Source: an optimization exercise on an open RTL-to-GDS flow (aim: small area, a short achievable clock period and few clock cycles per item). Production flows keep margins and buffers that such runs may drop.
The RTL was checked by simulation tests, not by an equivalence proof against the original design.
No activity file was given, so power comes from the tool's default toggle rates.

===== run.sh =====
#!/bin/bash
# synth_recipe.tcl (not shown) runs the flow's synth.tcl, then flattens the netlist and writes it again
# the make line also repeats each setting of config.mk as NAME=value (left out here)
make -C /OpenROAD-flow-scripts/flow DESIGN_CONFIG=/design/flow/config.mk WORK_HOME=/design/flow/orfs CLKGATE_MAP_FILE= SYNTH_SCRIPT=/design/flow/synth_recipe.tcl finish

===== config.mk =====
export PLATFORM = sky130hd
export DESIGN_NAME = safe_stop_release_supervisor_top
export DESIGN_NICKNAME = safe_stop_release_supervisor_top
export VERILOG_FILES = /design/flow/design.v
export SDC_FILE = /design/flow/constraint.sdc
export NUM_CORES = 4
export LEC_CHECK = 0
export ABC_CLOCK_PERIOD_IN_PS = 2000
export CAP_MARGIN = 20
export CORE_MARGIN = 2
export CORE_UTILIZATION = 40
export SETUP_SLACK_MARGIN = 5
export SLEW_MARGIN = 20

===== constraint.sdc =====
create_clock -name core_clock -period 8.0 [get_ports {clk}]
set_input_delay 1.6000 -clock core_clock [delete_from_list [all_inputs] [get_ports {clk}]]
set_output_delay 1.6000 -clock core_clock [all_outputs]
set_load 0.01 [all_outputs]

===== design.v =====
package ssrs_pkg;
    localparam int POS_W      = 20;
    localparam int SPEED_W    = 17;
    localparam int STOP_W     = 16;
    localparam int CONFIRM_W  = 8;
    localparam int SEQ_W      = 32;
    localparam int STREAK_O_W = 16;
    localparam int IN_DATA_W  = 120;
    localparam int OUT_DATA_W = 48;
    localparam int CFG_IDX_W  = 8;
endpackage
module ssrs_mod_step #(
    parameter int R = 0
) (
    input  logic [19:0] x_i,
    input  logic [19:0] len,
    input  logic        hz,
    input  logic        en,
    output logic [19:0] x_o
);
    logic [R:0] trial;
    logic [R:0] diff;
    logic       nb;
    logic       ge;
    assign trial = x_i[19:19-R];
    ssrs_add #(.N(R + 1)) u_sub (
        .a  (trial),
        .b  (~len[R:0]),
        .ci (1'b1),
        .s  (diff),
        .co (nb)
    );
    always_comb
    begin
        ge  = en && hz && nb;
        x_o = x_i;
        x_o[19:19-R] = ge ? diff : trial;
    end
endmodule
module ssrs_add #(
    parameter int N = 8
) (
    input  logic [N-1:0] a,
    input  logic [N-1:0] b,
    input  logic         ci,
    output logic [N-1:0] s,
    output logic         co
);
    logic [N-1:0] g, p, x;
    logic [N-1:0] gg, pp;
    logic [N:0]   c;
    always_comb
    begin
        x  = a ^ b;
        g  = a & b;
        p  = a | b;
        g[0] = g[0] | (p[0] & ci);
        gg = g;
        pp = p;
        for (int k = 0; (1 << k) < N; k++)
            for (int i = 0; i < N; i++)
                if (((i >> k) & 1) == 1)
                begin
                    gg[i] = gg[i] | (pp[i] & gg[((i >> k) << k) - 1]);
                    pp[i] = pp[i] & pp[((i >> k) << k) - 1];
                end
        c[0] = ci;
        for (int i = 0; i < N; i++)
            c[i+1] = gg[i];
        s  = x ^ c[N-1:0];
        co = c[N];
    end
endmodule
module safe_stop_release_supervisor_top #(
    parameter int POS_BITS    = 20,
    parameter int STREAK_BITS = 16
) (
    input  logic                                clk,
    input  logic                                rst_n,
    input  logic [1:0]                          s_tuser,
    input  logic [ssrs_pkg::IN_DATA_W-1:0]      s_tdata,
    input  logic                                s_tvalid,
    output logic                                s_tready,
    output logic [ssrs_pkg::OUT_DATA_W-1:0]     m_tdata,
    output logic                                m_tvalid,
    input  logic                                m_tready,
    input  logic                                cfg_valid,
    output logic                                cfg_ready,
    input  logic [ssrs_pkg::CFG_IDX_W-1:0]      cfg_index,
    input  logic [ssrs_pkg::POS_W-1:0]          cfg_data
);
    localparam logic [19:0] CUT = 20'b1111_1111_1111_1111_1110;
    localparam int F_V   = 0;    
    localparam int F_EV  = 1;    
    localparam int F_ACT = 2;    
    localparam int F_AV  = 3;    
    localparam int F_CAN = 4;    
    localparam int F_STP = 5;    
    localparam int F_CI  = 6;    
    localparam int F_CH  = 7;    
    localparam int F_NEG = 8;    
    localparam int FW    = 9;
    logic advance;         
    logic out_valid;
    logic skid_valid;
    logic rdy_q;           
    assign advance   = !skid_valid;
    assign s_tready  = rdy_q;
    assign cfg_ready = 1'b1;
    logic [3:0]  cfg_we;
    logic [19:0] cfg_wdata;
    logic [19:0] track_len;
    logic [19:0] pass_margin;
    logic [15:0] stop_speed;
    logic [7:0]  confirm;
    always_ff @(posedge clk or negedge rst_n)
    begin
        if (!rst_n)
            cfg_we <= '0;
        else
            for (int i = 0; i < 4; i++)
                cfg_we[i] <= cfg_valid && (cfg_index == 8'(i));
    end
    always_ff @(posedge clk)
        cfg_wdata <= cfg_data;
    always_ff @(posedge clk or negedge rst_n)
    begin
        if (!rst_n)
        begin
            track_len   <= '0;
            pass_margin <= '0;
            confirm     <= 8'd1;
        end
        else
        begin
            if (cfg_we[0]) track_len   <= cfg_wdata;
            if (cfg_we[1]) pass_margin <= cfg_wdata;
            if (cfg_we[3]) confirm     <= cfg_wdata[7:0];
        end
    end
    always_ff @(posedge clk or negedge rst_n)
    begin
        if (!rst_n)
            stop_speed <= '0;
        else if (cfg_valid && (cfg_index == 8'd2))
            stop_speed <= cfg_data[15:0];
    end
    logic        take;
    logic        in_ev, in_act, in_rst;
    logic        latched;
    logic [19:0] start;
    logic [31:0] lf_cand;      
    logic [16:0] in_nsum;
    logic [15:0] in_psum;
    logic        in_nstop, in_pstop, in_stop;
    ssrs_add #(.N(17)) u_nspd (
        .a ({1'b0, stop_speed}), .b (s_tdata[36:20]), .ci (1'b0), .s (in_nsum), .co (in_nstop));
    ssrs_add #(.N(16)) u_pspd (
        .a (stop_speed), .b (~s_tdata[35:20]), .ci (1'b1), .s (in_psum), .co (in_pstop));
    always_comb
    begin
        take    = s_tvalid && advance;
        in_ev   = take && (s_tuser == 2'd0);
        in_act  = take && (s_tuser == 2'd1);
        in_rst  = take && (s_tuser == 2'd2);
        in_stop = s_tdata[36] ? in_nstop : in_pstop;
    end
    always_ff @(posedge clk or negedge rst_n)
    begin
        if (!rst_n)
            latched <= 1'b0;
        else if (in_act)
            latched <= 1'b1;
        else if (in_rst)
            latched <= 1'b0;
    end
    always_ff @(posedge clk)
    begin
        if (in_act)
            start <= s_tdata[92:73];
        if (in_ev && latched)
            lf_cand <= s_tdata[72:41];
    end
    logic        l0_v;
    logic [1:0]  l0_kind;
    logic [19:0] l0_a;        
    logic        l0_act, l0_av, l0_can, l0_stp, l0_cc, l0_fne, l0_fnz;
    always_ff @(posedge clk or negedge rst_n)
    begin
        if (!rst_n)
            l0_v <= 1'b0;
        else if (advance)
            l0_v <= s_tvalid && (s_tuser != 2'd3);
    end
    always_ff @(posedge clk)
    begin
        if (advance)
        begin
            l0_kind <= s_tuser;
            l0_a    <= s_tuser[0] ? s_tdata[112:93] : s_tdata[19:0];
            l0_act  <= latched;
            l0_av   <= s_tdata[37];
            l0_can  <= s_tdata[38];
            l0_stp  <= in_stop;
            l0_cc   <= in_stop && !s_tdata[39] && s_tdata[40];
            l0_fne  <= s_tdata[72:41] != lf_cand;
            l0_fnz  <= s_tdata[72:41] != 32'd0;
        end
    end
    logic        lf_zero;      
    logic        s1_ev, s1_ld;
    logic [19:0] s1_dd;
    logic        s1_ge;
    logic        s1_fdiff;
    logic [19:0] s1_x;
    logic [FW-1:0] s1_f;
    ssrs_add #(.N(20)) u_dist (
        .a (l0_a), .b (~start), .ci (1'b1), .s (s1_dd), .co (s1_ge));
    always_comb
    begin
        s1_ev    = l0_v && (l0_kind == 2'd0);
        s1_ld    = l0_v && (l0_kind != 2'd0);
        s1_fdiff = lf_zero ? l0_fnz : l0_fne;
        if (s1_ev)
            s1_x = s1_dd ^ {20{!s1_ge}};
        else if (l0_kind == 2'd1)
            s1_x = l0_a;
        else
            s1_x = '0;
        s1_f        = '0;
        s1_f[F_V]   = l0_v;
        s1_f[F_EV]  = s1_ev;
        s1_f[F_ACT] = l0_act;
        s1_f[F_AV]  = l0_av;
        s1_f[F_CAN] = l0_can;
        s1_f[F_STP] = l0_stp;
        s1_f[F_CI]  = l0_cc && s1_fdiff;
        s1_f[F_CH]  = l0_cc && !s1_fdiff;
        s1_f[F_NEG] = !s1_ge;
    end
    always_ff @(posedge clk)
    begin
        if (advance)
        begin
            if (s1_ld)
                lf_zero <= 1'b1;
            else if (s1_ev && l0_act)
                lf_zero <= !l0_cc;
        end
    end
    logic [19:0] hz;
    always_ff @(posedge clk or negedge rst_n)
    begin
        if (!rst_n)
            hz <= '1;
        else if (cfg_we[0])
            for (int r = 0; r < 20; r++)
                hz[r] <= (r == 19) ? 1'b1 : ((cfg_wdata >> (r + 1)) == 20'd0);
    end
    logic [20:0][19:0]   xi;
    logic [19:0][19:0]   xo;
    logic [20:0][FW-1:0] fi;
    assign xi[0] = s1_x;
    assign fi[0] = s1_f;
    for (genvar r = 0; r < 20; r++)
    begin : g_row
        ssrs_mod_step #(.R(r)) u_step (
            .x_i (xi[r]),
            .len (track_len),
            .hz  (hz[r]),
            .en  (fi[r][F_EV]),
            .x_o (xo[r])
        );
        if (CUT[r])
        begin : g_reg
            logic          v_q;
            logic [FW-1:1] f_q;
            logic [19:0]   x_q;
            always_ff @(posedge clk or negedge rst_n)
            begin
                if (!rst_n)
                    v_q <= 1'b0;
                else if (advance)
                    v_q <= fi[r][F_V];
            end
            always_ff @(posedge clk)
            begin
                if (advance)
                begin
                    f_q <= fi[r][FW-1:1];
                    x_q <= xo[r];
                end
            end
            assign xi[r+1] = x_q;
            assign fi[r+1] = {f_q, v_q};
        end
        else
        begin : g_wire
            assign xi[r+1] = xo[r];
            assign fi[r+1] = fi[r];
        end
    end
    logic [19:0]   e_r;
    logic [FW-1:0] e_f;
    logic          e_load, e_eva;
    logic [19:0]   danger;
    logic [19:0]   danger_next;
    logic [20:0]   pneed;          
    logic          c1, c2, c3, c4, passed;
    logic [15:0]   avoid, clear;
    logic [15:0]   avoid_next, clear_next;
    logic [7:0]    need;
    logic          cb, cc, cb_ge, cc_ge;
    assign e_r    = xi[20];
    assign e_f    = fi[20];
    assign e_load = e_f[F_V] && !e_f[F_EV];
    assign e_eva  = e_f[F_V] && e_f[F_EV] && e_f[F_ACT];
    logic [20:0] c_s1, c_s2, c_s3, c_s5;
    logic [20:0] lp_s;
    logic        ge1, ge_lp, lp_ok;
    logic [19:0] pneed_s;
    logic        pneed_c;
    ssrs_add #(.N(21)) u_c1 (.a ({e_r, 1'b0}), .b (~{1'b0, track_len}), .ci (1'b1), .s (c_s1), .co (ge1));
    ssrs_add #(.N(21)) u_c2 (.a ({1'b0, e_r}), .b (~pneed), .ci (1'b1), .s (c_s2), .co (c2));
    ssrs_add #(.N(21)) u_c3 (.a ({e_r, 1'b1}), .b (~{1'b0, track_len}), .ci (1'b1), .s (c_s3), .co (c3));
    ssrs_add #(.N(21)) u_lp (.a ({1'b0, track_len}), .b (~pneed), .ci (1'b1), .s (lp_s), .co (lp_ok));
    ssrs_add #(.N(21)) u_c4 (.a ({1'b0, e_r}), .b (~lp_s), .ci (1'b1), .s (c_s5), .co (ge_lp));
    ssrs_add #(.N(20)) u_pn (.a (danger_next), .b (pass_margin), .ci (1'b0), .s (pneed_s), .co (pneed_c));
    always_comb
    begin
        danger_next = e_load ? e_r : danger;
        c1     = !ge1;
        c4     = lp_ok && !ge_lp;
        passed = (track_len != 20'd0) && (e_f[F_NEG] ? (c3 && c4) : (c1 && c2));
    end
    always_ff @(posedge clk)
    begin
        danger <= danger_next;
        pneed  <= {pneed_c, pneed_s};
    end
    localparam int T_ACT = 0;
    localparam int T_PAS = 1;
    localparam int T_STP = 2;
    localparam int T_AV  = 3;
    localparam int T_CAN = 4;
    localparam int T_CI  = 5;
    localparam int T_CH  = 6;
    localparam int T_ZB  = 7;
    logic       pz;
    logic [7:0] tok_p;
    logic       tok_pv;
    logic [7:0] skid_tok;
    logic [7:0] t;
    logic       or_free, load_or, to_skid;
    logic [15:0] base_a, base_c;
    logic [15:0] avoid_inc, clear_inc, ge_s0, ge_s1;
    logic        avoid_max, clear_max;
    always_comb
    begin
        tok_pv = advance && e_f[F_V] && e_f[F_EV];
        tok_p  = {pz, e_f[F_CH], e_f[F_CI], e_f[F_CAN], e_f[F_AV], e_f[F_STP], passed, e_f[F_ACT]};
        or_free = !out_valid || m_tready;
        to_skid = !or_free && tok_pv;
        load_or = or_free && (skid_valid || tok_pv);
        t       = skid_valid ? skid_tok : tok_p;
        base_a  = t[T_ZB] ? 16'd0 : avoid;
        base_c  = t[T_ZB] ? 16'd0 : clear;
    end
    ssrs_add #(.N(16)) u_ainc (.a (avoid), .b (16'd0), .ci (1'b1), .s (avoid_inc), .co (avoid_max));
    ssrs_add #(.N(16)) u_cinc (.a (clear), .b (16'd0), .ci (1'b1), .s (clear_inc), .co (clear_max));
    always_comb
    begin
        if (!t[T_ACT])
            avoid_next = base_a;
        else if (!t[T_AV])
            avoid_next = 16'd0;
        else if (t[T_ZB])
            avoid_next = 16'd1;
        else
            avoid_next = avoid_max ? avoid : avoid_inc;
        if (!t[T_ACT])
            clear_next = base_c;
        else if (t[T_CH])
            clear_next = base_c;
        else if (!t[T_CI])
            clear_next = 16'd0;
        else if (t[T_ZB])
            clear_next = 16'd1;
        else
            clear_next = clear_max ? clear : clear_inc;
        need = (confirm == 8'd0) ? 8'd1 : confirm;
    end
    ssrs_add #(.N(16)) u_cb (.a (avoid_next), .b (~{8'd0, need}), .ci (1'b1), .s (ge_s0), .co (cb_ge));
    ssrs_add #(.N(16)) u_cc (.a (clear_next), .b (~{8'd0, need}), .ci (1'b1), .s (ge_s1), .co (cc_ge));
    assign cb = t[T_ACT] && t[T_CAN] && cb_ge;
    assign cc = t[T_ACT] && cc_ge;
    always_ff @(posedge clk or negedge rst_n)
    begin
        if (!rst_n)
        begin
            pz         <= 1'b0;
            skid_valid <= 1'b0;
            rdy_q      <= 1'b1;
            out_valid  <= 1'b0;
            avoid      <= '0;
            clear      <= '0;
        end
        else
        begin
            if (e_load)
                pz <= 1'b1;
            else if (tok_pv)
                pz <= 1'b0;
            if (or_free && skid_valid)
            begin
                skid_valid <= 1'b0;
                rdy_q      <= 1'b1;
            end
            else if (to_skid)
            begin
                skid_valid <= 1'b1;
                rdy_q      <= 1'b0;
            end
            if (or_free)
                out_valid <= skid_valid || tok_pv;
            if (load_or)
            begin
                avoid <= avoid_next;
                clear <= clear_next;
            end
        end
    end
    logic       o_act, o_pass, o_stp, o_b, o_c, o_ok, o_ho;
    logic [1:0] o_cause;
    always_ff @(posedge clk)
    begin
        if (to_skid)
            skid_tok <= tok_p;
        if (load_or)
        begin
            o_act   <= t[T_ACT];
            o_pass  <= t[T_ACT] && t[T_PAS];
            o_stp   <= t[T_ACT] && t[T_STP];
            o_b     <= cb;
            o_c     <= cc;
            o_ok    <= t[T_ACT] && (t[T_PAS] || cb || cc);
            o_ho    <= !t[T_ACT] || t[T_PAS] || (!cb && cc);
            o_cause <= !t[T_ACT] ? 2'd0 : t[T_PAS] ? 2'd1 : cb ? 2'd2 : cc ? 2'd3 : 2'd0;
        end
    end
    assign m_tvalid = out_valid;
    assign m_tdata  = {6'd0, clear, avoid, o_ho, o_cause, o_ok, o_c, o_b, o_pass, o_stp, o_pass, o_act};
endmodule

==> results.txt, run 1 <==
total track usage 17.53%; Area growth, synth to finish 28.69%; top_reg_cell synth edfxtp_1; Rows 123; largest family of logic cells by synthesized area adder cells; H-tree Lvls 3; met3 usage 3.663%; CTS buffer count 93; final setup fails 0; r2r endpoint o_pass; initial antenna violation count 7; max_cap viols 0; Synth top area share 42.08%; RSZ-0062 raised after global routing true; Max Freq 219.9 MHz; clock latency (worst-skew pair) 690 ps; Mean Syn Cell Area 12.12 um2; Synth area leaders edfxtp_1 (42%), ha_1 (13%), dfrtp_1 (6.8%), inv_1 (4.0%), fa_1 (3.7%); gpl congestion 0.8352; Routed WL per cell 17.78 um; Lkg Pwr 23.86 nW; WP data arrival 4920 ps; Yosys warning count 42; # IOs 206; CP Launch Type register; max incr delay on CP 490 ps; CP required 8370 ps; DP HPWL 63.54 mm; CP Cell Sequence inv_4 > ha_4 > inv_2 > fa_2 > nor2b_4 > o211a_1 > o211ai_1 > buf_4 > o2111ai_4 > a31oi_4 > o21bai_2 > fa_2 > xnor2_2 > maj3_2 > o21ai_2 > a211oi_2 > o211ai_1 > o22ai_2 > o2111ai_2 > o2111ai_2 > buf_6 > nor2_1; hold path startpoint g_row[12].g_reg.f_q[7]; core footprint 0.1120 mm2; Post-Synth Adder-Cell Area 17.35%; drt drc 0; Synth async-reset ratio 17.13%; hold violation count in the final report 0; register area share after synthesis 52.80%; Critical-path top delay cell dfrtp_4; vias per inst 4.996; nets@finish 5025; Crit Path Category register to register; number of global-route vias before repair 29.13k; Synth area leader edfxtp_1; Die Height 339.5 um; port buffer count 191; pwr/cell area 225.0 mW/mm2; clock tree sinks 835; Yosys cell types 92; delay-heaviest family, CP compound AO/OA/AOI/OAI gates; outcome no timing/DRC/antenna violations; Worst Hold Slack 403.3 ps; Final Slew Violations 0; min Tclk post-route 4547 ps; Die W 339.5 um; largest net degree at the start of global routing 157; reg2reg start track_len[0]; met2 global-route usage 28.80%; ratio of cells with drive above 1 in the final layout 24.00%; Clock Tree Buf Depth 3; multiplexer share of the synthesized area 4.563%; Starting Density 40.19%; antenna viol nets, final 0; worst reg-to-reg path cell count 22; # fillers 9635; post-synthesis compound-gate area fraction 9.251%; Worst-Margin Slew 1086 ps; worst-path fanout max 5; crit path to o_pass; die area 0.1153 mm2; worst reg2reg setup slack 3450 ps; Mapped Area 0.04502 mm2; Post-synth EDFFs 631; XOR/XNOR share of the synthesized area 4.046%; Clock Skew 30.47 ps; Vias 29.45k; global-route wire length before repair 160.5 mm; Max-slew headroom 27.40%; router iterations before antenna repair 5; worst path bufs/invs 4; DRT iter0 DRCs 1799; Worst setup EP type register; Worst Setup SP track_len[0]; total power 13.04 mW; HP Class register to register; period utilization 56.84%; wirelength, routed 104.8 mm; most crowded layer after global routing met2; Post-Synth Simple-Gate Area 7.028%; TritonCTS clock tree done; CP Depth 22; cells after synthesis 3715; Yosys reg bits 835; met1 usage 23.69%; grt ovf 0; Max VDD drop 0.0001844 V; CTS Root Cell clkbuf_16; clock transition at the registers of the reported paths 60 ps
## Yosys cell counts, types with 8 or more instances
library cell and number:
nand3b_1 8, dfstp_2 21, a2111oi_0 9, nor3b_1 14, a21oi_1 129, inv_1 475
xnor2_1 123, o21bai_1 62, nand2_1 265, nor2b_1 36, o32ai_1 9, o22ai_1 18
and2_1 8, ha_1 473, a31oi_1 10, a22oi_1 10, a21o_1 13, nand2b_1 18
a221oi_1 8, or3_1 8, maj3_1 21, o31ai_1 22, mux2i_1 122, nand3_1 20
nor3_1 43, dfxtp_1 61, buf_4 17, fa_1 84, or2_2 8, nor4_1 24
and3_1 10, o211ai_1 12, o21ai_0 237, a211oi_1 9, dfrtp_1 122, clkbuf_1 58
edfxtp_1 631, buf_2 10, xor2_1 85, nand4_1 15, nor2_1 173, mux2_2 74
## kinds of logic after synthesis
group           count (synthesis)
simple gates                  677
mux                           196
buf+inv                       569
compound gates                650
fa+ha+maj                     578
flops                         835
other cells                     2
xor+xnor                      208
## power breakdown
| group | internal, mW | switching, mW | total, mW |
|---|---|---|---|
| logic | 1.55 | 1.57 | 3.12 |
| registers | 5.19 | 0.323 | 5.51 |
| clock network | 2.59 | 1.82 | 4.41 |
## flip-flops by register name, summed over array words and instances, names as in the netlist, 21 cells and up
name             cells
g_row.g_reg.x_q    380
lf_cand             32
g_row.g_reg.f_q    152
pneed               21
## cell usage in the layout, fill, tap and decap left out, types with 68 or more instances in the layout
master | netlist | final
xor2_1 | 85 | 85
o21ai_0 | 237 | 119
inv_1 | 475 | 466
nand2_1 | 265 | 255
a21oi_1 | 129 | 82
clkdlybuf4s50_1 | 0 | 132
dfrtp_1 | 122 | 94
edfxtp_1 | 631 | 631
xnor2_1 | 123 | 110
clkbuf_16 | 0 | 102
nor2_1 | 173 | 152
mux2i_1 | 122 | 116
o21ai_1 | 1 | 68
mux2_2 | 74 | 69
ha_1 | 473 | 448
buf_4 | 17 | 287
## cell type report
| type | count | area (um2) | share of cell area [%] |
|---|---|---|---|
| Antenna cell | 2 | 5.005 | 0.008638 |
| Clock buffer | 115 | 2460 | 4.245 |
| Clock inverter | 59 | 716.9 | 1.237 |
| Inverter | 475 | 1808 | 3.120 |
| Multi-Input combinational cell | 2320 | 21360 | 36.87 |
| Sequential cell | 835 | 23820 | 41.12 |
| Tap cell | 1500 | 1877 | 3.239 |
| Timing Repair Buffer | 587 | 5883 | 10.15 |
| Timing Repair inverter | 1 | 7.507 | 0.01296 |
## routing by layer
metal	wire length (um)	part of all wire (%)
met1	46890	45
met5	50	0.048
met2	49990	48
met4	2171	2.1
met3	5698	5.4
## repair_timing
| item | 4_1_cts | 5_1_grt |
|---|---|---|
| cloned | 23 | 16 |
| hold buffers | 0 | 0 |
| pin swaps | 142 | 210 |
| resized for setup | 498 | 315 |
| setup buffers | 216 | 102 |
| setup endpoints to repair | 353 | 258 |
## worst min-delay path by stage
stage                                        end  slack (ps)  cells after the start
final                     g_row[13].g_reg.f_q[7]         400                      0
after floorplan           g_row[10].g_reg.f_q[2]         400                      0
after CTS                 g_row[13].g_reg.f_q[7]         410                      0
after global placement    g_row[11].g_reg.x_q[5]         400                      0
after global routing      g_row[14].g_reg.f_q[6]         420                      0
after detailed placement  g_row[10].g_reg.x_q[7]         400                      0
## stage by stage
step / TNS [ps] / area (um2) / setup slack, ps / util [%] / instances
floorplan: -925910 / 45300 / -2008 / - / 3720
global placement: 0 / 49000 / 2440 / 43.74 / 5361
detailed placement: 0 / 49010 / 2409 / 43.74 / 5361
CTS: 0 / 55760 / 3429 / 49.77 / 5774
global route: 0 / 57940 / 3294 / 51.71 / 5893
finish: 0 / 57940 / 3453 / 51.72 / 5894
Testbench counts, summed over its fixed seeds: cycles 24,168, items 23,331.
==> inputs of run 2 (changes only) <==
--- a/config.mk
+++ b/config.mk
@@ -5,9 +5,9 @@
 export SDC_FILE = /design/flow/constraint.sdc
 export NUM_CORES = 4
 export LEC_CHECK = 0
-export ABC_CLOCK_PERIOD_IN_PS = 2000
+export ABC_CLOCK_PERIOD_IN_PS = 3300
 export CAP_MARGIN = 20
 export CORE_MARGIN = 2
 export CORE_UTILIZATION = 40
-export SETUP_SLACK_MARGIN = 5
+export SETUP_SLACK_MARGIN = 3
 export SLEW_MARGIN = 20
==> run 2 against run 1 <==
  * Core utilization decreased by 5.0 points
  * Count of clock-buffer cells in the layout decreased by 5
  * Highest routed layer is now met4
  * Sequential cell count unchanged
  * Global-route usage decreased by 1.6 points
  * Total power decreased by 5.1%
  * Routed wire length decreased by 12%
  * Maximum frequency decreased by 6.8%
  * Final area decreased by 9.6%
  * Final cell count decreased by 5.7%
==> results.txt, run 2 <==
Synth async-reset ratio 17.13% (unchanged); port buffer count 191 (unchanged); hold path startpoint g_row[6].g_reg.x_q[9] (was g_row[12].g_reg.f_q[7]); clock share of power 36.3% (was 33.8%); global-route wire length before repair 147.1 mm (was 160.5 mm); max reg flops 380 (unchanged); Clock Tree Buf Depth 3 (unchanged); Synth top cells by count edfxtp_1 (631), inv_1 (475), ha_1 (473), nand2_1 (265), o21ai_0 (237) (unchanged); # fillers 10.22k (was 9635); non-filler cells in the finished layout 5556 (was 5894); clock latency (worst-skew pair) 680 ps (was 690 ps); combinational share of power 19.0% (was 23.9%); clock transition at the registers of the reported paths 60 ps (about the same); dpl cells 5365 (was 5361); cell with the most instances after synthesis edfxtp_1 (unchanged); worst-path fanout max 5 (unchanged); outcome no timing/DRC/antenna violations (unchanged); Final WS setup 3122 ps (was 3453 ps); Worst-Margin Slew 1193 ps (was 1086 ps); grt ovf 0 (unchanged); worst reg2reg setup slack 3120 ps (was 3450 ps); wirelength, routed 92.64 mm (was 104.8 mm); Final Slew Violations 0 (unchanged); CP required 8430 ps (was 8370 ps); cells after synthesis 3715 (unchanged); Synth area leaders edfxtp_1 (42%), ha_1 (13%), dfrtp_1 (6.8%), inv_1 (4.0%), fa_1 (3.7%) (unchanged); Area growth, synth to finish 16.31% (was 28.69%); Post-synth EDFFs 631 (unchanged); WP data arrival 5310 ps (was 4920 ps); Vias 27.49k (was 29.45k); Starting Density 40.19% (unchanged); period utilization 60.97% (was 56.84%); Crit Path Category register to register (unchanged); Rows 123 (unchanged); DP Worst Slack 2545 ps (was 2409 ps); largest net degree at the start of global routing 188 (was 157); Max-slew headroom 20.49% (was 27.40%); router iterations before antenna repair 6 (was 5); Yosys warning count 42 (unchanged); Die Height 339.5 um (unchanged); core footprint 0.1120 mm2 (unchanged); Mean Syn Cell Area 12.12 um2 (unchanged); # IOs 206 (unchanged); clock tree sinks 835 (unchanged); antenna viol nets, final 0 (unchanged); HP Class register to register (unchanged); Max VDD drop 0.0001737 V (was 0.0001844 V); min Tclk post-route 4878 ps (was 4547 ps); Worst Hold Slack 400.5 ps (was 403.3 ps); CP Launch Type register (unchanged); nets@finish 4689 (was 5025); TritonCTS clock tree done (unchanged); part of the power in registers 44.7% (was 42.3%); DRT iter0 DRCs 1661 (was 1799); initial antenna violation count 4 (was 7); reg2reg start track_len[0] (unchanged); Switching Share 27.75% (was 28.44%); Clock Skew 38.57 ps (was 30.47 ps); Psw 3.433 mW (was 3.708 mW); final setup TNS 0 ps (unchanged); internal power 8.937 mW (was 9.331 mW); RSZ-0062 raised after global routing true (unchanged); DP HPWL 63.42 mm (was 63.54 mm); Yosys reg bits 835 (unchanged); register with the most flip-flops g_row.g_reg.x_q (unchanged); pwr/cell area 236.2 mW/mm2 (was 225.0 mW/mm2); CTS Root Cell clkbuf_16 (unchanged); commonest non-fill, non-tap cell in the layout edfxtp_1 (unchanged); Yosys cell types 92 (unchanged); final setup fails 0 (unchanged); worst reg-to-reg path cell count 19 (was 22); number of global-route vias before repair 27.16k (was 29.13k); total track usage 15.92% (was 17.53%); die area 0.1153 mm2 (unchanged); top_reg_cell synth edfxtp_1 (unchanged); vias per inst 4.948 (was 4.996); hold depth 0 (unchanged); CTS buffer count 92 (was 93); hold violation count in the final report 0 (unchanged); r2r endpoint o_cause[1] (was o_pass); Routed WL per cell 16.67 um (was 17.78 um); Max Freq 205.0 MHz (was 219.9 MHz); ratio of cells with drive above 1 in the final layout 9.176% (was 24.00%); max_cap viols 0 (unchanged); drt drc 0 (unchanged); total power 12.37 mW (was 13.04 mW); Lkg Pwr 21.40 nW (was 23.86 nW); gpl congestion 0.8507 (was 0.8352); H-tree Lvls 3 (unchanged); register area share after synthesis 52.80% (unchanged); Min-Delay Endpoint g_row[7].g_reg.x_q[9] (was g_row[13].g_reg.f_q[7]); registers with the most flip-flops g_row.g_reg.x_q (380), g_row.g_reg.f_q (152), lf_cand (32) (unchanged); Die W 339.5 um (unchanged); Mapped Area 0.04502 mm2 (unchanged); Worst setup EP type register (unchanged); Synth area leader edfxtp_1 (unchanged); most frequent cells in the layout edfxtp_1 (631), ha_1 (472), inv_1 (470), nand2_1 (265), o21ai_0 (233) (was edfxtp_1 (631), inv_1 (466), ha_1 (448), buf_4 (287), nand2_1 (255)); Synth top area share 42.08% (unchanged)
[run 2: cell counts after synthesis]
Identical to the previous run, type by type.
[run 2: power groups by stage]
| stage | registers (mW) | logic (mW) | clock network [mW] |
|---|---|---|---|
| finish | 5.52 | 2.35 | 4.49 |
| global route | 5.58 | 2.67 | 4.79 |
| CTS | 5.53 | 2.30 | 4.62 |
| detailed placement | 5.61 | 2.26 | 0 |
| global placement | 5.60 | 2.21 | 0 |
| floorplan | 5.51 | 1.65 | 0 |
[run 2: through the flow]
| step | area (um2) | util, % |
|---|---|---|
| finish | 52370 | 46.74 |
| global route | 52370 | 46.74 |
| CTS | 52110 | 46.51 |
| detailed placement | 48830 | 43.58 |
| global placement | 48830 | 43.58 |
| floorplan | 45070 | - |
[run 2: what timing repair did]
item                                    in CTS  in global routing
buffers inserted                             1                 17
endpoints found under the setup margin      20                 45
hold buffers                                 0                  0
pin swaps                                    4                 21
gates resized for setup                     13                 31
[run 2: logic make-up (layout without fill, tap and decap cells)]
logic type	after synthesis	in the layout	share of synthesized area, %
AO/OA/AOI/OAI	650	650	9.251
flip-flops	835	835	52.80
XOR/XNOR	208	208	4.046
buffers and inverters	569	903	4.947
AND/OR/NAND/NOR	677	677	7.028
adder cells (fa/ha/maj)	578	578	17.35
other	2	9	0.01668
multiplexers	196	196	4.563
[run 2: metal layers]
layer / share of wire (%) / vias to the layer above / global-route usage [%]
met4: 2.1 / 0 / 4.452
met1: 46 / 13334 / 21.35
met5: 0 / - / 0
li1: - / 13486 / -
met2: 47 / 544 / 26.34
met3: 5.0 / 125 / 3.002
[run 2: how the worst max path moves through the flow]
stage / to / from
floorplan: o_cause[0] / skid_valid
global placement: o_cause[1] / track_len[5]
detailed placement: o_cause[0] / track_len[5]
CTS: o_cause[1] / track_len[0]
global route: o_cause[0] / track_len[0]
finish: o_cause[1] / track_len[0]
[run 2: final cells by class]
cell class / count / area (um2) / share of cell area (%)
well taps: 1500 / 1877 / 3.584
inverters: 475 / 1794 / 3.426
multi-input cells: 2316 / 19230 / 36.72
flip-flops and latches: 835 / 23780 / 45.42
clock buffers: 110 / 2411 / 4.604
repair buffers: 257 / 2454 / 4.685
clock inverters: 61 / 812.0 / 1.551
diodes: 2 / 5.005 / 0.009557
[run 2: critical path, stage by stage, from the launching register on]
cell	delay [ps]
dfrtp_1	390
inv_2	90
ha_4	130
inv_2	30
fa_2	400
nor2b_4	140
o211a_1	250
o211ai_1	470
o2111ai_2	250
a31oi_2	290
o21bai_2	120
fa_2	410
xnor2_2	150
buf_4	130
maj3_2	330
a221oi_2	200
o22ai_2	170
o311ai_4	270
o2111ai_4	240
o21a_1	170
==> inputs of run 3 (changes only) <==
--- a/design.v
+++ b/design.v
@@ -18,23 +18,28 @@
     input  logic        en,
     output logic [19:0] x_o
 );
-    logic [R:0] trial;
-    logic [R:0] diff;
-    logic       nb;
-    logic       ge;
-    assign trial = x_i[19:19-R];
-    ssrs_add #(.N(R + 1)) u_sub (
-        .a  (trial),
-        .b  (~len[R:0]),
-        .ci (1'b1),
-        .s  (diff),
-        .co (nb)
-    );
+    localparam int N = R + 1;
+    logic [N-1:0] t, l, gt, lt, pgt, plt;
+    logic         ge;
     always_comb
     begin
-        ge  = en && hz && nb;
+        t  = x_i[19:19-R];
+        l  = len[R:0];
+        gt = t & ~l;
+        lt = ~t & l;
+        pgt = gt;
+        plt = lt;
+        for (int k = 0; (1 << k) < N; k++)
+            for (int i = 0; i < N; i++)
+                if (((i >> k) & 1) == 1)
+                begin
+                    {pgt[i], plt[i]} = {pgt[i] | (~plt[i] & pgt[((i >> k) << k) - 1]),
+                                        plt[i] | (~pgt[i] & plt[((i >> k) << k) - 1])};
+                end
+        ge  = en && hz && !plt[N-1];
         x_o = x_i;
-        x_o[19:19-R] = ge ? diff : trial;
+        for (int i = 0; i < N; i++)
+            x_o[19-R+i] = t[i] ^ (ge & (l[i] ^ ((i == 0) ? 1'b0 : plt[(i == 0) ? 0 : i-1])));
     end
 endmodule
 module ssrs_add #(
@@ -71,6 +76,49 @@
         co = c[N];
     end
 endmodule
+module ssrs_sub #(
+    parameter int N = 8
+) (
+    input  logic [N-1:0] a,
+    input  logic [N-1:0] b,
+    output logic [N-1:0] d,
+    output logic         lt
+);
+    logic [N-1:0] pg, pl;
+    always_comb
+    begin
+        pg = a & ~b;
+        pl = ~a & b;
+        for (int k = 0; (1 << k) < N; k++)
+            for (int i = 0; i < N; i++)
+                if (((i >> k) & 1) == 1)
+                    {pg[i], pl[i]} = {pg[i] | (~pl[i] & pg[((i >> k) << k) - 1]),
+                                      pl[i] | (~pg[i] & pl[((i >> k) << k) - 1])};
+        for (int i = 0; i < N; i++)
+            d[i] = a[i] ^ b[i] ^ ((i == 0) ? 1'b0 : pl[(i == 0) ? 0 : i - 1]);
+        lt = pl[N-1];
+    end
+endmodule
+module ssrs_ge #(
+    parameter int N = 8
+) (
+    input  logic [N-1:0] a,
+    input  logic [N-1:0] b,
+    output logic         ge
+);
+    logic [N-1:0] pg, pl;
+    always_comb
+    begin
+        pg = a & ~b;
+        pl = ~a & b;
+        for (int k = 0; (1 << k) < N; k++)
+            for (int i = 0; i < N; i++)
+                if (((i >> k) & 1) == 1)
+                    {pg[i], pl[i]} = {pg[i] | (~pl[i] & pg[((i >> k) << k) - 1]),
+                                      pl[i] | (~pg[i] & pl[((i >> k) << k) - 1])};
+        ge = !pl[N-1];
+    end
+endmodule
 module safe_stop_release_supervisor_top #(
     parameter int POS_BITS    = 20,
     parameter int STREAK_BITS = 16
@@ -108,55 +156,40 @@
     assign s_tready  = rdy_q;
     assign cfg_ready = 1'b1;
     logic [3:0]  cfg_we;
-    logic [19:0] cfg_wdata;
     logic [19:0] track_len;
     logic [19:0] pass_margin;
     logic [15:0] stop_speed;
     logic [7:0]  confirm;
-    always_ff @(posedge clk or negedge rst_n)
-    begin
-        if (!rst_n)
-            cfg_we <= '0;
-        else
-            for (int i = 0; i < 4; i++)
-                cfg_we[i] <= cfg_valid && (cfg_index == 8'(i));
-    end
-    always_ff @(posedge clk)
-        cfg_wdata <= cfg_data;
+    always_comb
+        for (int i = 0; i < 4; i++)
+            cfg_we[i] = cfg_valid && (cfg_index == 8'(i));
     always_ff @(posedge clk or negedge rst_n)
     begin
         if (!rst_n)
         begin
             track_len   <= '0;
             pass_margin <= '0;
+            stop_speed  <= '0;
             confirm     <= 8'd1;
         end
         else
         begin
-            if (cfg_we[0]) track_len   <= cfg_wdata;
-            if (cfg_we[1]) pass_margin <= cfg_wdata;
-            if (cfg_we[3]) confirm     <= cfg_wdata[7:0];
+            if (cfg_we[0]) track_len   <= cfg_data;
+            if (cfg_we[1]) pass_margin <= cfg_data;
+            if (cfg_we[2]) stop_speed  <= cfg_data[15:0];
+            if (cfg_we[3]) confirm     <= cfg_data[7:0];
         end
     end
-    always_ff @(posedge clk or negedge rst_n)
-    begin
-        if (!rst_n)
-            stop_speed <= '0;
-        else if (cfg_valid && (cfg_index == 8'd2))
-            stop_speed <= cfg_data[15:0];
-    end
     logic        take;
     logic        in_ev, in_act, in_rst;
     logic        latched;
     logic [19:0] start;
     logic [31:0] lf_cand;      
-    logic [16:0] in_nsum;
-    logic [15:0] in_psum;
     logic        in_nstop, in_pstop, in_stop;
-    ssrs_add #(.N(17)) u_nspd (
-        .a ({1'b0, stop_speed}), .b (s_tdata[36:20]), .ci (1'b0), .s (in_nsum), .co (in_nstop));
-    ssrs_add #(.N(16)) u_pspd (
-        .a (stop_speed), .b (~s_tdata[35:20]), .ci (1'b1), .s (in_psum), .co (in_pstop));
+    logic in_nle;
+    ssrs_ge #(.N(17)) u_nspd (.a (~{1'b0, stop_speed}), .b (s_tdata[36:20]), .ge (in_nle));
+    ssrs_ge #(.N(16)) u_pspd (.a (stop_speed), .b (s_tdata[35:20]), .ge (in_pstop));
+    assign in_nstop = !in_nle;
     always_comb
     begin
         take    = s_tvalid && advance;
@@ -214,8 +247,9 @@
     logic        s1_fdiff;
     logic [19:0] s1_x;
     logic [FW-1:0] s1_f;
-    ssrs_add #(.N(20)) u_dist (
-        .a (l0_a), .b (~start), .ci (1'b1), .s (s1_dd), .co (s1_ge));
+    logic s1_lt;
+    ssrs_sub #(.N(20)) u_dist (.a (l0_a), .b (start), .d (s1_dd), .lt (s1_lt));
+    assign s1_ge = !s1_lt;
     always_comb
     begin
         s1_ev    = l0_v && (l0_kind == 2'd0);
@@ -255,7 +289,7 @@
             hz <= '1;
         else if (cfg_we[0])
             for (int r = 0; r < 20; r++)
-                hz[r] <= (r == 19) ? 1'b1 : ((cfg_wdata >> (r + 1)) == 20'd0);
+                hz[r] <= (r == 19) ? 1'b1 : ((cfg_data >> (r + 1)) == 20'd0);
     end
     logic [20:0][19:0]   xi;
     logic [19:0][19:0]   xo;
@@ -315,16 +349,17 @@
     assign e_f    = fi[20];
     assign e_load = e_f[F_V] && !e_f[F_EV];
     assign e_eva  = e_f[F_V] && e_f[F_EV] && e_f[F_ACT];
-    logic [20:0] c_s1, c_s2, c_s3, c_s5;
     logic [20:0] lp_s;
     logic        ge1, ge_lp, lp_ok;
     logic [19:0] pneed_s;
     logic        pneed_c;
-    ssrs_add #(.N(21)) u_c1 (.a ({e_r, 1'b0}), .b (~{1'b0, track_len}), .ci (1'b1), .s (c_s1), .co (ge1));
-    ssrs_add #(.N(21)) u_c2 (.a ({1'b0, e_r}), .b (~pneed), .ci (1'b1), .s (c_s2), .co (c2));
-    ssrs_add #(.N(21)) u_c3 (.a ({e_r, 1'b1}), .b (~{1'b0, track_len}), .ci (1'b1), .s (c_s3), .co (c3));
-    ssrs_add #(.N(21)) u_lp (.a ({1'b0, track_len}), .b (~pneed), .ci (1'b1), .s (lp_s), .co (lp_ok));
-    ssrs_add #(.N(21)) u_c4 (.a ({1'b0, e_r}), .b (~lp_s), .ci (1'b1), .s (c_s5), .co (ge_lp));
+    logic lp_lt;
+    ssrs_ge  #(.N(21)) u_c1 (.a ({e_r, 1'b0}), .b ({1'b0, track_len}), .ge (ge1));
+    ssrs_ge  #(.N(21)) u_c2 (.a ({1'b0, e_r}), .b (pneed), .ge (c2));
+    ssrs_ge  #(.N(21)) u_c3 (.a ({e_r, 1'b1}), .b ({1'b0, track_len}), .ge (c3));
+    ssrs_sub #(.N(21)) u_lp (.a ({1'b0, track_len}), .b (pneed), .d (lp_s), .lt (lp_lt));
+    ssrs_ge  #(.N(21)) u_c4 (.a ({1'b0, e_r}), .b (lp_s), .ge (ge_lp));
+    assign lp_ok = !lp_lt;
     ssrs_add #(.N(20)) u_pn (.a (danger_next), .b (pass_margin), .ci (1'b0), .s (pneed_s), .co (pneed_c));
     always_comb
     begin
@@ -353,12 +388,26 @@
     logic [7:0] t;
     logic       or_free, load_or, to_skid;
     logic [15:0] base_a, base_c;
-    logic [15:0] avoid_inc, clear_inc, ge_s0, ge_s1;
+    logic [15:0] avoid_inc, clear_inc;
     logic        avoid_max, clear_max;
+    logic       tk_v;
+    logic [7:0] tk;
+    always_ff @(posedge clk or negedge rst_n)
+    begin
+        if (!rst_n)
+            tk_v <= 1'b0;
+        else if (advance)
+            tk_v <= e_f[F_V] && e_f[F_EV];
+    end
+    always_ff @(posedge clk)
+    begin
+        if (advance)
+            tk <= {pz, e_f[F_CH], e_f[F_CI], e_f[F_CAN], e_f[F_AV], e_f[F_STP], passed, e_f[F_ACT]};
+    end
     always_comb
     begin
-        tok_pv = advance && e_f[F_V] && e_f[F_EV];
-        tok_p  = {pz, e_f[F_CH], e_f[F_CI], e_f[F_CAN], e_f[F_AV], e_f[F_STP], passed, e_f[F_ACT]};
+        tok_pv = advance && tk_v;
+        tok_p  = tk;
         or_free = !out_valid || m_tready;
         to_skid = !or_free && tok_pv;
         load_or = or_free && (skid_valid || tok_pv);
@@ -390,8 +439,8 @@
             clear_next = clear_max ? clear : clear_inc;
         need = (confirm == 8'd0) ? 8'd1 : confirm;
     end
-    ssrs_add #(.N(16)) u_cb (.a (avoid_next), .b (~{8'd0, need}), .ci (1'b1), .s (ge_s0), .co (cb_ge));
-    ssrs_add #(.N(16)) u_cc (.a (clear_next), .b (~{8'd0, need}), .ci (1'b1), .s (ge_s1), .co (cc_ge));
+    ssrs_ge #(.N(16)) u_cb (.a (avoid_next), .b ({8'd0, need}), .ge (cb_ge));
+    ssrs_ge #(.N(16)) u_cc (.a (clear_next), .b ({8'd0, need}), .ge (cc_ge));
     assign cb = t[T_ACT] && t[T_CAN] && cb_ge;
     assign cc = t[T_ACT] && cc_ge;
     always_ff @(posedge clk or negedge rst_n)
@@ -409,7 +458,7 @@
         begin
             if (e_load)
                 pz <= 1'b1;
-            else if (tok_pv)
+            else if (advance && e_f[F_V] && e_f[F_EV])
                 pz <= 1'b0;
             if (or_free && skid_valid)
             begin
--- a/config.mk
+++ b/config.mk
@@ -5,9 +5,9 @@
 export SDC_FILE = /design/flow/constraint.sdc
 export NUM_CORES = 4
 export LEC_CHECK = 0
-export ABC_CLOCK_PERIOD_IN_PS = 3300
+export ABC_CLOCK_PERIOD_IN_PS = 2000
 export CAP_MARGIN = 20
 export CORE_MARGIN = 2
 export CORE_UTILIZATION = 40
-export SETUP_SLACK_MARGIN = 3
+export SETUP_SLACK_MARGIN = 5
 export SLEW_MARGIN = 20
==> run 3 against run 2 <==
  * Still clean
  * Total power fell by 5.9%
  * Routed wire length increased by 8.8%
  * Hold slack got worse by 3.4 ps
  * Critical path type unchanged
  * Largest cell class unchanged
  * Highest routed layer unchanged
==> results.txt, run 3 <==
outcome no timing/DRC/antenna violations (unchanged); # IOs 206 (unchanged); WP data arrival 4830 ps (was 5310 ps); Worst setup EP type register (unchanged); global-route wire length before repair 156.0 mm (was 147.1 mm); Clock Skew 39.62 ps (was 38.57 ps); CP Launch Type register (unchanged); Synth top cells by count edfxtp_1 (639), xnor2_1 (347), nand2_1 (269), inv_1 (249), nor2_1 (226) (was edfxtp_1 (631), inv_1 (475), ha_1 (473), nand2_1 (265), o21ai_0 (237)); Yosys reg bits 821 (was 835); Starting Density 40.26% (was 40.19%); Crit Path Category register to register (unchanged); register with the most flip-flops g_row.g_reg.x_q (unchanged); Mapped Area 0.04232 mm2 (was 0.04502 mm2); cell with the most instances after synthesis edfxtp_1 (unchanged); number of global-route vias before repair 28.22k (was 27.16k); clock tree sinks 821 (was 835); register area share after synthesis 55.68% (was 52.80%); registers with the most flip-flops g_row.g_reg.x_q (380), g_row.g_reg.f_q (152), lf_cand (32) (unchanged); wirelength, routed 100.8 mm (was 92.64 mm); Die Height 329.3 um (was 339.5 um); worst-path fanout max 5 (unchanged); CTS Root Cell clkbuf_16 (unchanged); Lkg Pwr 21.61 nW (was 21.40 nW); ratio of cells with drive above 1 in the final layout 26.16% (was 9.176%); drt drc 0 (unchanged); Worst-Margin Slew 1239 ps (was 1193 ps); Max-slew headroom 17.39% (was 20.49%); largest net degree at the start of global routing 180 (was 188); die area 0.1084 mm2 (was 0.1153 mm2); CP required 8360 ps (was 8430 ps); clock transition at the registers of the reported paths 60 ps (about the same); Synth area leaders edfxtp_1 (45%), xnor2_1 (7.2%), dfrtp_1 (7.1%), ha_1 (3.5%), maj3_1 (3.1%) (was edfxtp_1 (42%), ha_1 (13%), dfrtp_1 (6.8%), inv_1 (4.0%), fa_1 (3.7%)); Vias 29.02k (was 27.49k); Area growth, synth to finish 29.40% (was 16.31%); hold violation count in the final report 0 (unchanged); pwr/cell area 212.6 mW/mm2 (was 236.2 mW/mm2); Routed WL per cell 18.09 um (was 16.67 um); cells after synthesis 3642 (was 3715); router iterations before antenna repair 5 (was 6); nets@finish 4392 (was 4689); Synth async-reset ratio 17.17% (was 17.13%); core footprint 0.1051 mm2 (was 0.1120 mm2); Rows 119 (was 123); max reg flops 380 (unchanged); antenna viol nets, final 0 (unchanged); top_reg_cell synth edfxtp_1 (unchanged); grt ovf 0 (unchanged); Max VDD drop 0.0001896 V (was 0.0001737 V); Die W 329.3 um (was 339.5 um); commonest non-fill, non-tap cell in the layout edfxtp_1 (unchanged); most frequent cells in the layout edfxtp_1 (639), xnor2_1 (301), nand2_1 (254), inv_1 (240), buf_4 (197) (was edfxtp_1 (631), ha_1 (472), inv_1 (470), nand2_1 (265), o21ai_0 (233)); H-tree Lvls 3 (unchanged); Final Slew Violations 0 (unchanged); final setup fails 0 (unchanged); max_cap viols 0 (unchanged); period utilization 55.79% (was 60.97%); placed cell area 0.04654 mm2 (was 0.04883 mm2); final instance area 0.05476 mm2 (was 0.05237 mm2); Yosys cell types 93 (was 92); Clock Tree Buf Depth 3 (unchanged); vias per inst 5.211 (was 4.948); Synth top area share 45.34% (was 42.08%); HP Class register to register (unchanged); DRT iter0 DRCs 1927 (was 1661); total track usage 18.14% (was 15.92%); final setup TNS 0 ps (unchanged); Max Freq 224.0 MHz (was 205.0 MHz); CTS buffer count 89 (was 92); Mean Syn Cell Area 11.62 um2 (was 12.12 um2); TritonCTS clock tree done (unchanged); Yosys warning count 28 (was 42); clock latency (worst-skew pair) 670 ps (was 680 ps); DP HPWL 61.88 mm (was 63.42 mm); initial antenna violation count 1 (was 4); port buffer count 191 (unchanged); Synth area leader edfxtp_1 (unchanged); worst reg2reg setup slack 3540 ps (was 3120 ps); min Tclk post-route 4464 ps (was 4878 ps); Post-synth EDFFs 639 (was 631); gpl congestion 0.8415 (was 0.8507); RSZ-0062 raised after global routing true (unchanged)
## run 3: cell types whose count changed after synthesis, sizes merged, moves of 52 or more
cell    before  now
ha         473  119
xnor2      123  347
inv        475  253
maj3        21  157
mux2i      122   24
fa          84   15
o21ai      238  184
nand2b      18   70
nor2       174  226
## run 3: kinds of logic (layout without fill, tap and decap cells)
family,count (synthesis),count (layout),share of synthesized area [%]
and+or+nand+nor,926,928,10.62
DFF,821,821,55.68
AOI/OAI and AO/OA,650,652,9.928
xor gates and xnor gates,438,438,9.097
buffers and inverters,403,923,3.758
adders and majority gates,291,295,8.018
muxes,111,111,2.883
other,2,10,0.01775
## run 3: metal layers
metal  track usage (%)  vias up  share of wire, %
met5                 0        -                 0
met4             5.751        0               2.4
met3             2.836      145               4.8
met2             29.88      635                48
met1             24.60    14217                45
li1                  -    14023                 -
## run 3: timing repair
| action | in CTS | in global routing |
|---|---|---|
| pin swaps | 222 | 226 |
| hold buffers | 0 | 0 |
| resized for setup | 584 | 224 |
| gates cloned | 14 | 2 |
| setup endpoints to repair | 717 | 331 |
| setup buffers | 174 | 78 |
## run 3: worst paths after layout
path / start / end / cells after the start
worst max-delay path: track_len[0] / g_row[17].g_reg.x_q[18] / 22
worst min-delay path: g_row[5].g_reg.f_q[6] / g_row[6].g_reg.f_q[6] / 0
worst max register to register: track_len[0] / g_row[17].g_reg.x_q[18] / 22
worst min register to register: g_row[5].g_reg.f_q[6] / g_row[6].g_reg.f_q[6] / 0
max in group asynchronous: rst_n / avoid[8] / 2
min in group asynchronous: rst_n / clear[12] / 1
## run 3: metrics by stage
step	power, mW	hold WS, ps	std cells	util (%)	setup WS (ps)
after CTS	11.59	405.3	5485	50.47	3604
after detailed placement	6.993	404.5	5134	44.27	2654
final	11.64	397.1	5569	52.10	3536
after global placement	6.953	400.3	5134	44.27	2680
after floorplan	6.513	400.3	3647	-	-1603
after global routing	12.15	412.0	5566	52.09	3392
## run 3: worst max-delay path: stages (launching register included)
cell and delay (ps):
dfrtp_4 560, buf_6 160, buf_12 120, buf_6 110
buf_6 100, buf_6 110, buf_8 110, and2b_2 210
o211ai_1 200, buf_4 150, buf_6 90, a31oi_4 80
a2111oi_4 340, buf_4 190, a2111oi_4 40, o32ai_2 370
a31oi_2 180, o221a_2 180, o21ai_4 160, a31oi_4 210
buf_8 220, o21ai_4 150, o41ai_2 90
## run 3: cell type report
| type | instances | area, um2 |
|---|---|---|
| sequential | 821 | 23590 |
| multi-input combinational | 2431 | 20430 |
| clock buffer | 101 | 2312 |
| inverter | 261 | 1040 |
| antenna | 3 | 7.507 |
| timing repair buffer | 499 | 4891 |
| fill | 8966 | 50350 |
| clock inverter | 62 | 752.0 |
| tap | 1391 | 1740 |
## run 3: power by group
group	switching [mW]	leakage [nW]	internal (mW)	total (mW)
clock	1.76	1.50	2.54	4.30
combinational	1.04	10.8	0.924	1.96
sequential	0.310	9.33	5.07	5.38
Testbench counts of run 3, summed over its fixed seeds: cycles 24,176, items 23,331.
==> inputs of run 4 (changes only) <==
--- a/config.mk
+++ b/config.mk
@@ -5,9 +5,9 @@
 export SDC_FILE = /design/flow/constraint.sdc
 export NUM_CORES = 4
 export LEC_CHECK = 0
-export ABC_CLOCK_PERIOD_IN_PS = 2000
+export ABC_CLOCK_PERIOD_IN_PS = 3000
 export CAP_MARGIN = 20
 export CORE_MARGIN = 2
 export CORE_UTILIZATION = 40
-export SETUP_SLACK_MARGIN = 5
+export SETUP_SLACK_MARGIN = 2
 export SLEW_MARGIN = 20
==> run 4 against run 3 <==
  * Total power is 5.6% lower
  * Count of clock-buffer cells in the layout rose by 17
  * Sequential cell count did not move
  * Die area unchanged
  * Sequential power barely moved
  * Core utilization decreased by 5.7 points
  * Register-to-register slack got worse by 850 ps
  * Final cell count decreased by 4.9%
  * Hold slack improved by 14 ps
  * Sequential share of layout area is 5.3 points higher
  * First-iteration DRC count fell by 8.8%
  * Critical endpoint is now tk[1]
  * Largest power group unchanged
==> results.txt, run 4 <==
Post-Synth Simple-Gate Area 10.62% (unchanged); Synth top cells by count edfxtp_1 (639), xnor2_1 (347), nand2_1 (269), inv_1 (249), nor2_1 (226) (unchanged); post-synthesis compound-gate area fraction 9.928% (unchanged); Final WS setup 2688 ps (was 3536 ps); router iterations before antenna repair 8 (was 5); DP HPWL 61.85 mm (was 61.88 mm); clock latency (worst-skew pair) 660 ps (was 670 ps); XOR/XNOR share of the synthesized area 9.097% (unchanged); worst path bufs/invs 2 (was 10); # resized after CTS 0 (was 584); final instance area 0.04872 mm2 (was 0.05476 mm2); HP Class register to register (unchanged); commonest non-fill, non-tap cell in the layout edfxtp_1 (unchanged); outcome no timing/DRC/antenna violations (unchanged); Final Slew Violations 0 (unchanged); die area 0.1084 mm2 (unchanged); RSZ-0062 raised after global routing false (was true); Clock Tree Buf Depth 3 (unchanged); Critical-path top delay cell a2111oi_0 (was dfrtp_4); WP data arrival 5710 ps (was 4830 ps); registers with the most flip-flops g_row.g_reg.x_q (380), g_row.g_reg.f_q (152), lf_cand (32) (unchanged); top_reg_cell synth edfxtp_1 (unchanged); Rows 119 (unchanged); hold violation count in the final report 0 (unchanged); total track usage 16.58% (was 18.14%); Mean Syn Cell Area 11.62 um2 (unchanged); DP Worst Slack 2371 ps (was 2654 ps); gpl congestion 0.8551 (was 0.8415); worst reg-to-reg path cell count 17 (was 22); total power 10.99 mW (was 11.64 mW); Clock Skew 25.62 ps (was 39.62 ps); Synth area leader edfxtp_1 (unchanged); r2r endpoint tk[1] (was g_row[17].g_reg.x_q[18]); n_diodes 0 (was 3); wirelength, routed 90.16 mm (was 100.8 mm); Post-CTS Hold Buffers 0 (unchanged); Mapped Area 0.04232 mm2 (unchanged); # IOs 206 (unchanged); hold path startpoint g_row[11].g_reg.f_q[8] (was g_row[5].g_reg.f_q[6]); CP required 8400 ps (was 8360 ps); Lkg Pwr 18.79 nW (was 21.61 nW); reg2reg start track_len[6] (was track_len[0]); Post-synth EDFFs 639 (unchanged); max incr delay on CP 760 ps (was 560 ps); Yosys reg bits 821 (unchanged); register with the most flip-flops g_row.g_reg.x_q (unchanged); clock tree sinks 821 (unchanged); Worst Hold Slack 410.8 ps (was 397.1 ps); antenna viol nets, final 0 (unchanged); Synth top area share 45.34% (unchanged); Finished Core Util 46.35% (was 52.10%); number of global-route vias before repair 26.35k (was 28.22k); pwr/cell area 225.6 mW/mm2 (was 212.6 mW/mm2); clock transition at the registers of the reported paths 60 ps (about the same); min Tclk post-route 5312 ps (was 4464 ps); Area growth, synth to finish 15.13% (was 29.40%); Post-CTS Setup Bufs 0 (was 174); global-route wire length before repair 143.7 mm (was 156.0 mm); Multi-input gate area 0.01720 mm2 (was 0.02043 mm2); cells after synthesis 3642 (unchanged); CTS buffer count 87 (was 89); Yosys cell types 93 (unchanged); CP Launch Type register (unchanged); grt ovf 0 (unchanged); Worst setup EP type register (unchanged); delay-heaviest family, CP compound AO/OA/AOI/OAI gates (unchanged); Yosys warning count 28 (unchanged); hold depth 0 (unchanged); Reg area 0.02357 mm2 (was 0.02359 mm2); H-tree Lvls 3 (unchanged); Max-slew headroom 26.33% (was 17.39%); largest net degree at the start of global routing 128 (was 180); most frequent cells in the layout edfxtp_1 (639), xnor2_1 (347), nand2_1 (269), inv_1 (248), nor2_1 (226) (was edfxtp_1 (639), xnor2_1 (301), nand2_1 (254), inv_1 (240), buf_4 (197)); worst-path fanout max 31 (was 5); Max VDD drop 0.0001906 V (was 0.0001896 V); final setup fails 0 (unchanged); Starting Density 40.26% (unchanged); cell with the most instances after synthesis edfxtp_1 (unchanged); non-filler cells in the finished layout 5295 (was 5569); placed cell area 0.04578 mm2 (was 0.04654 mm2); largest family of logic cells by synthesized area simple AND/OR/NAND/NOR gates (unchanged); Synth area leaders edfxtp_1 (45%), xnor2_1 (7.2%), dfrtp_1 (7.1%), ha_1 (3.5%), maj3_1 (3.1%) (unchanged); max_cap viols 0 (unchanged); CP Cell Sequence buf_4 > clkinv_1 > ha_1 > or3_1 > a2111oi_0 > nor2_1 > fa_1 > o21ai_0 > a21oi_1 > o221ai_1 > o21ai_0 > a2111oi_0 > or3_1 > a22oi_1 > o2111ai_1 > nand4_1 > o21ai_1 (was buf_6 > buf_12 > buf_6 > buf_6 > buf_6 > buf_8 > and2b_2 > o211ai_1 > buf_4 > buf_6 > a31oi_4 > a2111oi_4 > buf_4 > a2111oi_4 > o32ai_2 > a31oi_2 > o221a_2 > o21ai_4 > a31oi_4 > buf_8 > o21ai_4 > o41ai_2); ratio of cells with drive above 1 in the final layout 8.811% (was 26.16%); Crit Path Category register to register (unchanged); final setup TNS 0 ps (unchanged); max reg flops 380 (unchanged); worst reg2reg setup slack 2690 ps (was 3540 ps); vias per inst 5.157 (was 5.211); nets@finish 4122 (was 4392); multiplexer share of the synthesized area 2.883% (unchanged); Max Freq 188.2 MHz (was 224.0 MHz); CTS Root Cell clkbuf_16 (unchanged); Min-Delay Endpoint g_row[12].g_reg.f_q[8] (was g_row[6].g_reg.f_q[6]); initial antenna violation count 1 (unchanged); DRT iter0 DRCs 1758 (was 1927); Routed WL per cell 17.03 um (was 18.09 um); Worst-Margin Slew 1077 ps (was 1239 ps); Die Height 329.3 um (unchanged); TritonCTS clock tree done (unchanged); # fillers 9598 (was 8966); Synth async-reset ratio 17.17% (unchanged); period utilization 66.40% (was 55.79%); core footprint 0.1051 mm2 (unchanged); Die W 329.3 um (unchanged); dpl cells 5135 (was 5134); Post-Synth Adder-Cell Area 8.018% (unchanged); port buffer count 191 (unchanged); Vias 27.31k (was 29.02k); drt drc 0 (unchanged); register area share after synthesis 55.68% (unchanged)
## run 4: worst reg2reg max path, cell delays in order, from the launching register on
cell,delay [ps]
dfrtp_1,320
buf_4,420
clkinv_1,190
ha_1,260
or3_1,380
a2111oi_0,760
nor2_1,200
fa_1,630
o21ai_0,120
a21oi_1,160
o221ai_1,120
o21ai_0,360
a2111oi_0,110
or3_1,370
a22oi_1,310
o2111ai_1,160
nand4_1,130
o21ai_1,70
## run 4: layer usage
metal / wire, um / global-route usage, % / vias to the layer above
li1: - / - / 13451
met1: 41880 / 22.30 / 13266
met2: 42750 / 27.75 / 448
met3: 3435 / 2.614 / 139
met4: 2093 / 4.644 / 2
met5: 7 / 0 / -
## run 4: cells by family after synthesis
group           Yosys count
compound gates          650
xor+xnor                438
fa+ha+maj               291
buf+inv                 403
flops                   821
mux                     111
other cells               2
simple gates            926
## run 4: cell type report
class	instances	share of cell area [%]
flip-flops and latches	821	48.37
multi-input cells	2423	35.30
clock buffers	118	4.897
repair buffers	239	4.718
well taps	1391	3.572
inverters	261	2.018
clock inverters	42	1.133
## run 4: worst max path at each step
stage | startpoint | end | slack [ps] | depth (start not counted)
finish | track_len[6] | tk[1] | 2690 | 17
CTS | track_len[6] | tk[1] | 2750 | 17
detailed placement | s_tdata[20] | l0_cc | 2370 | 13
global route | track_len[5] | tk[1] | 2160 | 18
floorplan | skid_valid | g_row[10].g_reg.f_q[1] | -1600 | 3
global placement | s_tdata[20] | l0_cc | 2390 | 13
## run 4: power by group
| part | switching (mW) | leakage [nW] | internal, mW |
|---|---|---|---|
| Sequential | 0.300 | 9.35 | 5.07 |
| Clock | 1.70 | 1.42 | 2.46 |
| Combinational | 0.798 | 8.02 | 0.666 |

## port drivers added, routing unchanged
Ports are ideal in the flow. The routed layouts listed here were re-timed in OpenROAD.
Step 1 (the two cells are an assumption about what drives the block):
set clk [get_ports {clk}]
set_driving_cell -lib_cell sky130_fd_sc_hd__clkbuf_16 $clk
set_driving_cell -lib_cell sky130_fd_sc_hd__buf_2 [delete_from_list [all_inputs] $clk]
Step 2 adds t to the input delays and takes it off the output delays; t is the mean of the earliest and latest rising clock arrival at the registers after step 1. Input paths then give back, and output paths get back, about the clock's delay inside the block.
Slacks: no drivers / after step 1 / after step 2; pairs: no drivers / after step 1.
| run | t (ns) | slack for setup (ns) | slew at the worst register clock pin (ns) |
|---|---|---|---|
| run 1 | 0.738 | 3.453 / 3.453 / 3.453 | 0.06 / 0.06 |
| run 2 | 0.730 | 3.122 / 3.122 / 2.689 | 0.07 / 0.07 |
| run 3 | 0.719 | 3.536 / 3.536 / 3.020 | 0.07 / 0.07 |
| run 4 | 0.713 | 2.688 / 2.688 / 2.404 | 0.06 / 0.06 |
After both steps setup and hold are still met in every run listed. The setup slack of run 3, which loses most, moves by 0.000 ns with the drivers and by -0.516 ns with both steps.
